Source: an optimization exercise on an open RTL-to-GDS flow (aim: small area, a short achievable clock period and few clock cycles per item). Production flows keep margins and buffers that such runs may drop.
RTL that was checked went through simulation tests only; none was proved equivalent to the original.
Power and IR drop assume default switching activity.

Setup of run 1:
==> flow/design.v (excerpt) <==
module entropy_decode_top #(
	parameter int MEM_LATENCY = 2
) (
	input  logic Clock,
	input  logic Resetn,
	input  logic start,
	input  logic q_select,
	output logic [entropy_pkg::ADDR_W-1:0] mem_addr,
	output logic mem_rd,
	input  logic [entropy_pkg::WORD_W-1:0] mem_data,
	output logic block_ready,
	input  logic [entropy_pkg::IDX_W-1:0] rd_addr,
	output logic [entropy_pkg::COEF_W-1:0] rd_data
);
Settings: LEC_CHECK=0, ABC_AREA=1, CAP_MARGIN=20, CORE_MARGIN=2, CORE_UTILIZATION=55, CTS_BUF_LIST=sky130_fd_sc_hd__clkbuf_8 sky130_fd_sc_hd__clkbuf_16, CTS_CLUSTER_DIAMETER=120, CTS_CLUSTER_SIZE=25, SETUP_SLACK_MARGIN=3.7, SLEW_MARGIN=20; clock period 6.5 ns.
run.sh (not shown) runs the stock make flow with config.mk's settings and CLKGATE_MAP_FILE= SYNTH_SCRIPT=/design/flow/synth_recipe.tcl, a recipe that flattens the netlist after the stock synthesis.
Testbench counts of run 1, summed over its fixed seeds: cycles 24,934, blocks 320.
Input-level comparison between run 2 and run 1:
Settings: a change of CTS_CLUSTER_SIZE from 25 to 30; an added PLACE_DENSITY of 0.72.
Findings:
- Comparing run 1 and run 2, the lower area overhead of the layout relative to synthesis is on run 2.
- Diff run 1 -> run 2: cell area after layout fell by about 1.8%, final weighted congestion of routability-driven global placement increased by 0.054 relative to the old numbers, floorplan die area ~0 delta.
- H-tree depth: run 2 vs run 1 down 1
- A library cell contributing the largest single delay on the critical path of sky130_fd_sc_hd__clkbuf_16 is what run 1 shows, while sky130_fd_sc_hd__a211oi_2 belongs to run 2.
- Per the comparison of run 2 with run 1, total wire length after detailed routing lost 4.4%, flop-to-flop setup slack fell by 50 ps, power attributed to combinational cells fell about 2%, worst hold slack after final layout picked up an extra 4.3 ps.
- Run 2 against run 1: detailed router's first-iteration violation count increased 86; global-route usage decreased 1.4 points.
- Run 2 finished every step from synthesis to the final layout, and the layout passed the timing, DRC and antenna checks.
### run 2 -> run 3
Settings: PLACE_DENSITY no longer set, was 0.72; SETUP_SLACK_MARGIN now 3.6, was 3.7; CTS_CLUSTER_SIZE now 25, was 30.
--- outcome ---
No stage failed in run 3, and the final checks on the layout all came back clean.
The run showing the greater total vias in the final route is run 2.
Number of buffers created by CTS went up by more than a quarter going from run 2 to run 3.
Diff run 2 -> run 3: total power now larger, number of filler instances in the final layout now larger.
Against run 2, run 3 comes in 130 ps lower on pre-CTS setup slack.
Final area went down slightly going from run 2 to run 3.
Compared to run 2, run 3 has post-route fraction of the period consumed by the critical path 0.91 points higher.
Taking run 2 as the reference, in run 3 combinational power decreased by 4.0% relative to the old numbers; clock period minus final worst setup slack rose by 59 ps.


Another version of the RTL of entropy_decode_top (not shown whole).
Size in the first run: ~2,500 cells after synthesis, about 730 flip-flops, ~62 I/O pins.
clock: 6.5 ns
lec_check: 0
cap_margin: 20
core_margin: 2
core_utilization: 55
cts_buf_list: sky130_fd_sc_hd__clkbuf_4 sky130_fd_sc_hd__clkbuf_8
cts_cluster_size: 30
setup_slack_margin: 3.0
slew_margin: 20
Testbench counts at the start, summed over its fixed seeds: cycles 25,229, blocks 320.
Next try:
ABC_AREA = 1   (was unset)
Result: The new run finished with timing, DRC and antenna clean. Utilization is lower by 1.0 points. Worst setup slack gains 0.19 ns. Sequential power went up slightly. Via count came out lower by a few percent. Total power shrinks by a little under a tenth. Cell count increases by about a fifth. Register-to-register slack is better by 0.09 ns. Worst hold slack improved by 0.034 ns. Die area shrinks slightly. Fmax went up by a few percent.


The RTL this note starts from:
==> flow/design.v <==
package entropy_pkg;
	localparam int WORD_W = 16;
	localparam int ADDR_W = 18;
	localparam int COEF_W = 16;
	localparam int RAW_W = 9;    
	localparam int BLOCK_SIZE = 64;
	localparam int IDX_W = 6;
	localparam int CODE_W = 13;  
	localparam int FIFO_D = 4;   
endpackage
module bit_window (
	input  logic Clock,
	input  logic Resetn,
	output logic [entropy_pkg::ADDR_W-1:0] mem_addr,
	output logic mem_rd,
	input  logic [entropy_pkg::WORD_W-1:0] mem_data,
	output logic [entropy_pkg::CODE_W-1:0] bits,
	output logic bits_valid,
	input  logic take
);
	localparam int D = entropy_pkg::FIFO_D;
	logic [15:0] wd [D];
	logic [2:0] cnt;
	logic [3:0] ofs;
	logic v1, v2;
	logic [4:0] ofs_sum;
	logic pop;
	logic [2:0] cnt_pop;
	logic [2:0] pending;
	logic [31:0] pair;
	logic [4:0] nxt [16];
	assign pair = {wd[0], wd[1]};
	assign bits = 13'(pair << ofs >> 19);
	assign bits_valid = (cnt >= 3'd2);
	always_comb begin
		for (int o = 0; o < 16; o++) begin
			casez (pair[31 - o -: 4])
				4'b00??: nxt[o] = 5'(o + 8);
				4'b100?: nxt[o] = 5'(o + 9);
				4'b1010: nxt[o] = 5'(o + 4);
				4'b1011: nxt[o] = 5'(o + 13);
				default: nxt[o] = 5'(o + 5);
			endcase
		end
	end
	assign ofs_sum = nxt[ofs];
	assign pop = take & ofs_sum[4];
	assign cnt_pop = cnt - 3'(pop);
	assign pending = cnt + 3'(mem_rd) + 3'(v1) + 3'(v2);
	always_ff @(posedge Clock or negedge Resetn) begin
		if (!Resetn) begin
			cnt <= '0;
			ofs <= '0;
			v1 <= 1'b0;
			v2 <= 1'b0;
			mem_rd <= 1'b0;
			mem_addr <= '0;
		end else begin
			mem_rd <= (pending - 3'(pop)) < 3'(D);
			if (mem_rd) mem_addr <= mem_addr + 1'b1;
			v1 <= mem_rd;
			v2 <= v1;
			cnt <= cnt_pop + 3'(v2);
			if (take) ofs <= ofs_sum[3:0];
		end
	end
	always_ff @(posedge Clock) begin
		for (int i = 0; i < D; i++) begin
			if (v2 && 3'(i) == cnt_pop) wd[i] <= mem_data;
			else if (pop) wd[i] <= (i + 1 < D) ? wd[(i + 1) % D] : wd[i];
		end
	end
endmodule
module vlc_decoder (
	input  logic Clock,
	input  logic Resetn,
	input  logic [entropy_pkg::CODE_W-1:0] bits,
	input  logic bits_valid,
	output logic take,
	input  logic drain,           
	output logic code_valid,
	output logic code_eob,
	output logic code_zero,       
	output logic [3:0] code_cnt,  
	output logic [entropy_pkg::RAW_W-1:0] code_a,
	output logic [2:0] code_b
);
	logic [8:0] a;
	logic [3:0] n;
	logic eob, zero;
	always_comb begin
		a = {{6{bits[10]}}, bits[10:8]};
		n = 4'd1;
		eob = 1'b0;
		zero = 1'b0;
		casez (bits[12:9])
			4'b00??: begin
				n = 4'd2;
			end
			4'b01??: ;
			4'b100?: begin
				a = {{3{bits[9]}}, bits[9:4]};
			end
			4'b1010: begin
				eob = 1'b1;
				zero = 1'b1;
			end
			4'b1011: begin
				a = bits[8:0];
			end
			default: begin
				zero = 1'b1;
				n = (bits[10:8] == 3'd0) ? 4'd8 : {1'b0, bits[10:8]};
			end
		endcase
	end
	assign take = bits_valid && (!code_valid || drain);
	always_ff @(posedge Clock or negedge Resetn) begin
		if (!Resetn) begin
			code_valid <= 1'b0;
		end else begin
			code_valid <= take || (code_valid && !drain);
		end
	end
	always_ff @(posedge Clock) begin
		if (take) begin
			code_eob <= eob;
			code_zero <= zero;
			code_cnt <= n;
			code_a <= a;
			code_b <= bits[7:5];
		end
	end
endmodule
module coeff_sequencer (
	input  logic Clock,
	input  logic Resetn,
	input  logic start,
	input  logic code_valid,
	input  logic code_eob,
	input  logic code_zero,
	input  logic [3:0] code_cnt,
	input  logic [entropy_pkg::RAW_W-1:0] code_a,
	input  logic [2:0] code_b,
	output logic drain,
	output logic [entropy_pkg::BLOCK_SIZE-1:0] wr_en,  
	output logic [entropy_pkg::RAW_W-1:0] wr_even,
	output logic [entropy_pkg::RAW_W-1:0] wr_odd,
	output logic block_ready
);
	logic [5:0] k;
	logic [6:0] k_end;
	logic last;
	logic [entropy_pkg::RAW_W-1:0] b;
	logic q_valid;
	logic [5:0] q_first;
	logic [5:0] q_end;
	logic q_last;
	logic put;
	logic active;
	logic fin;
	assign k_end = {1'b0, k} + {3'd0, code_cnt};
	assign last = code_eob || k_end[6];
	assign b = {{6{code_b[2]}}, code_b};
	assign put = q_valid && (active || start);
	assign drain = code_valid && (!q_valid || put);
	always_ff @(posedge Clock or negedge Resetn) begin
		if (!Resetn) begin
			k <= '0;
			q_valid <= 1'b0;
		end else begin
			if (drain) k <= last ? 6'd0 : k_end[5:0];
			q_valid <= drain || (q_valid && !put);
		end
	end
	always_ff @(posedge Clock) begin
		if (drain) begin
			q_first <= k;
			q_end <= k_end[5:0];
			q_last <= last;
			wr_even <= code_zero ? '0 : (k[0] ? b : code_a);
			wr_odd <= code_zero ? '0 : (k[0] ? code_a : b);
		end
	end
	always_comb begin
		for (int s = 0; s < entropy_pkg::BLOCK_SIZE; s++) begin
			wr_en[s] = put && (6'(s) >= q_first) && (q_last || 6'(s) < q_end);
		end
	end
	always_ff @(posedge Clock or negedge Resetn) begin
		if (!Resetn) begin
			active <= 1'b0;
			fin <= 1'b0;
			block_ready <= 1'b0;
		end else begin
			active <= (active || start) && !(put && q_last);
			fin <= start && put && q_last;
			block_ready <= fin || (block_ready && !start) || (put && q_last && !start);
		end
	end
endmodule
module dequantizer (
	input  logic Clock,
	input  logic start,
	input  logic q_select,
	input  logic [entropy_pkg::BLOCK_SIZE-1:0] wr_en,  
	input  logic [entropy_pkg::RAW_W-1:0] wr_even,
	input  logic [entropy_pkg::RAW_W-1:0] wr_odd,
	input  logic [entropy_pkg::IDX_W-1:0] rd_addr,
	output logic [entropy_pkg::COEF_W-1:0] rd_data
);
	localparam logic [383:0] SCAN_OF = 384'hffeeb9c70923f7be32be5895f37cee9a1594db4b678174cad6ca1f6122c9ae979944c203a9d69034710271b3ce185040;
	logic [entropy_pkg::RAW_W-1:0] store [entropy_pkg::BLOCK_SIZE];
	logic q_sel;
	logic [entropy_pkg::RAW_W-1:0] raw;
	logic [3:0] d;
	logic [2:0] e;
	always_ff @(posedge Clock) begin
		if (start) q_sel <= q_select;  
		for (int p = 0; p < entropy_pkg::BLOCK_SIZE; p++) begin
			if (wr_en[SCAN_OF[6 * p +: 6]]) begin
				store[p] <= SCAN_OF[6 * p] ? wr_odd : wr_even;
			end
		end
	end
	assign d = {1'b0, rd_addr[5:3]} + {1'b0, rd_addr[2:0]};
	assign e = q_sel ? ((d >= 4'd10) ? 3'd6 : 3'(d[3:1]) + 3'd1) : 3'(d[3:2]) + 3'd3;
	assign raw = store[rd_addr];
	always_ff @(posedge Clock) begin
		rd_data <= {{(entropy_pkg::COEF_W - entropy_pkg::RAW_W){raw[entropy_pkg::RAW_W-1]}}, raw} << e;
	end
endmodule
module entropy_decode_top #(
	parameter int MEM_LATENCY = 2
) (
	input  logic Clock,
	input  logic Resetn,
	input  logic start,
	input  logic q_select,
	output logic [entropy_pkg::ADDR_W-1:0] mem_addr,
	output logic mem_rd,
	input  logic [entropy_pkg::WORD_W-1:0] mem_data,
	output logic block_ready,
	input  logic [entropy_pkg::IDX_W-1:0] rd_addr,
	output logic [entropy_pkg::COEF_W-1:0] rd_data
);
	logic [entropy_pkg::CODE_W-1:0] bits;
	logic bits_valid;
	logic take;
	logic drain;
	logic code_valid;
	logic code_eob;
	logic code_zero;
	logic [3:0] code_cnt;
	logic [entropy_pkg::RAW_W-1:0] code_a;
	logic [2:0] code_b;
	logic [entropy_pkg::BLOCK_SIZE-1:0] wr_en;
	logic [entropy_pkg::RAW_W-1:0] wr_even;
	logic [entropy_pkg::RAW_W-1:0] wr_odd;
	bit_window u_window (
		.Clock(Clock),
		.Resetn(Resetn),
		.mem_addr(mem_addr),
		.mem_rd(mem_rd),
		.mem_data(mem_data),
		.bits(bits),
		.bits_valid(bits_valid),
		.take(take)
	);
	vlc_decoder u_vlc (
		.Clock(Clock),
		.Resetn(Resetn),
		.bits(bits),
		.bits_valid(bits_valid),
		.take(take),
		.drain(drain),
		.code_valid(code_valid),
		.code_eob(code_eob),
		.code_zero(code_zero),
		.code_cnt(code_cnt),
		.code_a(code_a),
		.code_b(code_b)
	);
	coeff_sequencer u_seq (
		.Clock(Clock),
		.Resetn(Resetn),
		.start(start),
		.code_valid(code_valid),
		.code_eob(code_eob),
		.code_zero(code_zero),
		.code_cnt(code_cnt),
		.code_a(code_a),
		.code_b(code_b),
		.drain(drain),
		.wr_en(wr_en),
		.wr_even(wr_even),
		.wr_odd(wr_odd),
		.block_ready(block_ready)
	);
	dequantizer u_deq (
		.Clock(Clock),
		.start(start),
		.q_select(q_select),
		.wr_en(wr_en),
		.wr_even(wr_even),
		.wr_odd(wr_odd),
		.rd_addr(rd_addr),
		.rd_data(rd_data)
	);
endmodule
clock: 6.5 ns
lec_check: 0
cap_margin: 20
core_margin: 2
core_utilization: 40
setup_slack_margin: 3.5
slew_margin: 20
The starting point completed with no timing, DRC or antenna violations.
Edit:
SETUP_SLACK_MARGIN = 3.0   (was 3.5)
What happened:
- The new run ran to the end with no violations
- power went down by a few percent
- clock power came out higher by a few percent
- area after synthesis is unchanged
- synthesized cell count is unchanged
- clock-buffer cell count decreases by 6
- non-clock buffer count came out lower by 190
- global-route usage falls by 3.1 points
- fmax went down by a little under a tenth
Function was not checked in any run of this note: the RTL went through the layout flow alone.

separate check: timing with driven ports:
The results above use ideal ports. As a check the final layouts listed here were re-extracted and re-timed, cells and wires unchanged.
Step 1, drivers: a clkbuf_16 drives Clock and a buf_2 each remaining input, both assumed.
Step 2 moves the port delays by t, midway between the first and last clock arrival at a register: inputs arrive t later, outputs are due t later. That takes back most of the time a late clock gives input paths.
a / b / c = ideal ports / drivers / drivers and shift; a / b = the first two.
run	t (ns)	setup slack, ns	worst register clock-pin slew, ns	worst slew at a driven data input, ns
run 1	0.656	3.699 / 3.655 / 2.999	0.10 / 0.10	0.16
run 2	0.697	3.658 / 3.600 / 2.903	0.12 / 0.12	0.25
run 3	0.655	3.599 / 3.577 / 2.955	0.10 / 0.10	0.17
the first run of note 2	0.807	2.848 / 2.885 / 2.078	0.07 / 0.07	0.08
the second run of note 2	0.783	3.036 / 3.074 / 2.290	0.07 / 0.07	0.07
the first run of note 3	0.690	3.226 / 3.067 / 2.377	0.07 / 0.07	0.29
the second run of note 3	0.698	2.975 / 3.009 / 2.311	0.06 / 0.06	0.09
After both steps every run listed still meets setup and hold. The setup slack of the first run of note 3, which loses most, moves by -0.159 ns with the drivers and by -0.849 ns with both steps.
